Source: an optimization exercise on an open RTL-to-GDS flow (aim: a short achievable clock period and few clock cycles). Production flows keep margins and buffers that such runs may drop.
Only simulation tests tie the RTL to the original design; equivalence was not proved.
No driver is modelled on the clock port, so clocking that relies on it looks cheaper here than on a real chip.
No activity file was given, so power comes from the tool's default toggle rates.

## pio_req_unit
module pio_req_unit (
   input  wire logic        clk,
   input  wire logic        rst,
   input  wire logic [3:0]  max_pio,
   input  wire logic        rd_vld,
   input  wire logic        wr_vld,
   input  wire logic [4:0]  req_thr_id,
   input  wire logic [1:0]  req_buf_id,
   input  wire logic [2:0]  req_size,
   input  wire logic [39:0] req_addr,
   input  wire logic [63:0] req_data,
   output logic             req_accepted,
   output logic             csr_wr,
   output logic [15:0]      csr_wr_addr,
   output logic [31:0]      csr_wr_data,
   output logic [15:0]      csr_rd_addr,
   output logic             csr_rd_ack,
   output logic [4:0]       csr_ack_thr,
   output logic [1:0]       csr_ack_buf,
   input  wire logic        pio_pop,
   input  wire logic        rd_done,
   output logic             pio_req,
   output logic             pio_data_vld,
   output logic             pio_out_rw,
   output logic [1:0]       pio_out_dest,
   output logic [15:0]      pio_out_be,
   output logic [63:0]      pio_out_ad,
   output logic [4:0]       pio_out_thr_id,
   output logic [1:0]       pio_out_buf_id
);
Size: about 4700 cells after synthesis, ~1400 flip-flops, ~260 I/O pins.
clock: 5.0 ns
lec_check: 0
cap_margin: 20
core_margin: 2
core_utilization: 60
gpl_timing_driven: 1
setup_slack_margin: 2.5
slew_margin: 20
synth_hierarchical: 1
tns_end_percent: 100
standard.sh (not shown) runs the stock make flow with config.mk's settings and CLKGATE_MAP_FILE= SYNTH_SCRIPT=/design/flow/synth_recipe.tcl, a recipe that flattens the netlist after the stock synthesis.
==> flow/flow/run.sh <==
#!/bin/bash
# Standard layout with these changes: port buffers made from regular buffers,
# cell sizing free to change a cell's footprint, no delay cells in the repair
# steps (flow/nodly.tcl), and the ports of the request-to-CSR and throttle
# paths placed side by side on the left edge (flow/pins.tcl) before the rest
# are placed.
set -euo pipefail
F=$PWD/flow/nodly.tcl
K=(MATCH_CELL_FOOTPRINT=0 "BUFFER_PORTS_ARGS=-buffer_cell sky130_fd_sc_hd__buf_4"
   PRE_FLOORPLAN_TCL=$F PRE_GLOBAL_PLACE_TCL=$F PRE_RESIZE_TCL=$F
   PRE_DETAIL_PLACE_TCL=$F PRE_REPAIR_TIMING_POST_PLACE_TCL=$F
   PRE_CTS_TCL=$F PRE_GLOBAL_ROUTE_TCL=$F)
bash standard.sh synth > make_synth.log 2>&1
bash standard.sh "${K[@]}" floorplan > make_floorplan.log 2>&1
ODB=orfs/results/sky130hd/pio_req_unit/base/2_floorplan.odb \
   openroad -no_init -exit flow/pins.tcl > pins.log 2>&1
bash standard.sh "${K[@]}" finish > make_finish.log 2>&1
==> flow/flow/nodly.tcl <==
# Keep the repair steps from using delay cells as buffers.
set_dont_use [get_lib_cells {sky130_fd_sc_hd__dlygate* sky130_fd_sc_hd__dlymetal* sky130_fd_sc_hd__clkdlybuf*}]
==> flow/flow/pins.tcl <==
# Place the ports of the short input-to-output paths next to each other on
# the left edge, on met3 tracks two tracks apart, centred on the edge.
read_db $::env(ODB)
set block [ord::get_db_block]
set die [$block getDieArea]
set order {
   req_addr[39] req_addr[24] req_addr[38] req_addr[37] req_addr[36]
   req_addr[35] req_addr[34] req_addr[33] csr_wr csr_rd_ack req_accepted
   rd_vld wr_vld req_addr[32] req_addr[31] req_addr[30] req_addr[29]
   req_addr[28] req_addr[27] req_addr[26] req_addr[25]
   {} {}
   max_pio[0] max_pio[1] pio_req max_pio[2] max_pio[3]
}
# met3 tracks: offset 0.34 um, pitch 0.68 um
set n [llength $order]
set ymid [expr {([$die yMin] + [$die yMax]) / 2000.0}]
set k0 [expr {int(($ymid - $n * 0.68) / 0.68)}]
set i 0
foreach p $order {
   if {$p ne {}} {
      set y [expr {0.34 + ($k0 + 2 * $i) * 0.68}]
      place_pin -pin_name $p -layer met3 -location [list 0.4 $y] -force_to_die_boundary
   }
   incr i
}
foreach p $order {
   if {$p ne {}} {
      set bt [$block findBTerm $p]
      puts "$p [[lindex [$bt getBPins] 0] getPlacementStatus]"
   }
}
write_db $::env(ODB)
The baseline completed with no timing, DRC or antenna violations.
Testbench counts at the start, summed over its fixed seeds: cycles 7,368.
Rerun with:
--- a/flow/flow/run.sh
+++ b/flow/flow/run.sh
@@ -9 +9 @@
-K=(MATCH_CELL_FOOTPRINT=0 "BUFFER_PORTS_ARGS=-buffer_cell sky130_fd_sc_hd__buf_4"
+K=(MATCH_CELL_FOOTPRINT=0 "BUFFER_PORTS_ARGS=-buffer_cell sky130_fd_sc_hd__buf_8"
Settings changed: GPL_TIMING_DRIVEN 1 to unset.
=> Cell count barely changes. Non-clock buffer count goes up by 11. Wire length rises slightly. Area after synthesis does not change. Power increases by a few percent. Design area goes up by a few percent.

---

## lane 1
pio_req_unit, a different RTL version from the one above (not shown whole).
Size: ~4700 cells after synthesis, ~0.065 mm2 of cells after synthesis.
Settings: LEC_CHECK=0, CAP_MARGIN=20, CORE_MARGIN=2, CORE_UTILIZATION=60, SETUP_SLACK_MARGIN=2.5, SLEW_MARGIN=20, SYNTH_HIERARCHICAL=1, TNS_END_PERCENT=100; clock period 5.0 ns.
==> flow/flow/run.sh <==
#!/bin/bash
# Standard layout with these changes: port buffers made from regular buffers,
# cell sizing free to change a cell's footprint, no delay cells in the repair
# steps (flow/nodly.tcl), and the ports of the request-to-CSR and throttle
# paths placed side by side on the left edge (flow/pins.tcl) before the rest
# are placed.
set -euo pipefail
F=$PWD/flow/nodly.tcl
K=(MATCH_CELL_FOOTPRINT=0 "BUFFER_PORTS_ARGS=-buffer_cell sky130_fd_sc_hd__buf_4"
   PRE_FLOORPLAN_TCL=$F PRE_GLOBAL_PLACE_TCL=$F PRE_RESIZE_TCL=$F
   PRE_DETAIL_PLACE_TCL=$F PRE_REPAIR_TIMING_POST_PLACE_TCL=$F
   PRE_CTS_TCL=$F PRE_GLOBAL_ROUTE_TCL=$F)
bash standard.sh synth > make_synth.log 2>&1
bash standard.sh "${K[@]}" floorplan > make_floorplan.log 2>&1
ODB=orfs/results/sky130hd/pio_req_unit/base/2_floorplan.odb \
   openroad -no_init -exit flow/pins.tcl > pins.log 2>&1
bash standard.sh "${K[@]}" finish > make_finish.log 2>&1
Scripts as last shown in full above: flow/flow/nodly.tcl, flow/flow/pins.tcl
Testbench counts of lane 1, summed over its fixed seeds: cycles 7,368.
[inputs] lane 2 vs lane 1
-- flow/flow/run.sh --
<<< lane 1, line 8
F=$PWD/flow/nodly.tcl
K=(MATCH_CELL_FOOTPRINT=0 "BUFFER_PORTS_ARGS=-buffer_cell sky130_fd_sc_hd__buf_4"
   PRE_FLOORPLAN_TCL=$F PRE_GLOBAL_PLACE_TCL=$F PRE_RESIZE_TCL=$F
>>> lane 2, line 8
F=$PWD/flow/nodly.tcl
K=(MATCH_CELL_FOOTPRINT=0 "BUFFER_PORTS_ARGS=-buffer_cell sky130_fd_sc_hd__buf_8"
   PRE_FLOORPLAN_TCL=$F PRE_GLOBAL_PLACE_TCL=$F PRE_RESIZE_TCL=$F
==> run summary <==
- Placer congestion estimate | lane 2 above lane 1
- On shortest clock period the worst path allows after layout, lane 2 does better than lane 1.
- From lane 1 to lane 2 the numbers moved as follows: net count reported at finish went up 24, wire length of the first global-routing pass went down about 0.56%, sequential cell area held, setup slack went up 0.020 ns, number of buffers inserted during clock tree synthesis went down 3.
- Lane 2 vs lane 1: overall fraction of global-route tracks in use down
- Going from lane 1 to lane 2, the met3 track demand over resource was found to have gone up by 0.40 points.

afterwards: timing with drivers on the ports:
How much do the figures lean on ideal ports? The routed layouts below were timed once more, with nothing changed but the port constraints. Step 1, drivers: a clkbuf_16 drives clk and a buf_2 each remaining input, both assumed. Step 2 moves the port delays by t, midway between the first and last clock arrival at a register: inputs arrive t later, outputs are due t later. That takes back most of the time a late clock gives input paths. Three values: ideal ports, drivers, drivers and shift; two values: the first two.
| run | t, ns | setup WS [ns] | latest minus earliest clock arrival (ns) | worst slew at a driven data input, ns | cell pins on the clock port's net |
|---|---|---|---|---|---|
| the first run of note 1 | 0.839 | 2.285 / 2.216 / 2.006 | 0.023 / 0.022 | 0.09 | 1 |
| the second run of note 1 | 0.833 | 2.301 / 2.232 / 1.985 | 0.027 / 0.027 | 0.10 | 1 |
| lane 1 | 0.827 | 2.222 / 2.158 / 1.993 | 0.023 / 0.023 | 0.12 | 1 |
| lane 2 | 0.837 | 2.242 / 2.202 / 2.015 | 0.032 / 0.032 | 0.10 | 1 |
After both steps setup and hold are still met in every run listed. The setup slack of the second run of note 1, which loses most, moves by -0.069 ns with the drivers and by -0.316 ns with both steps.
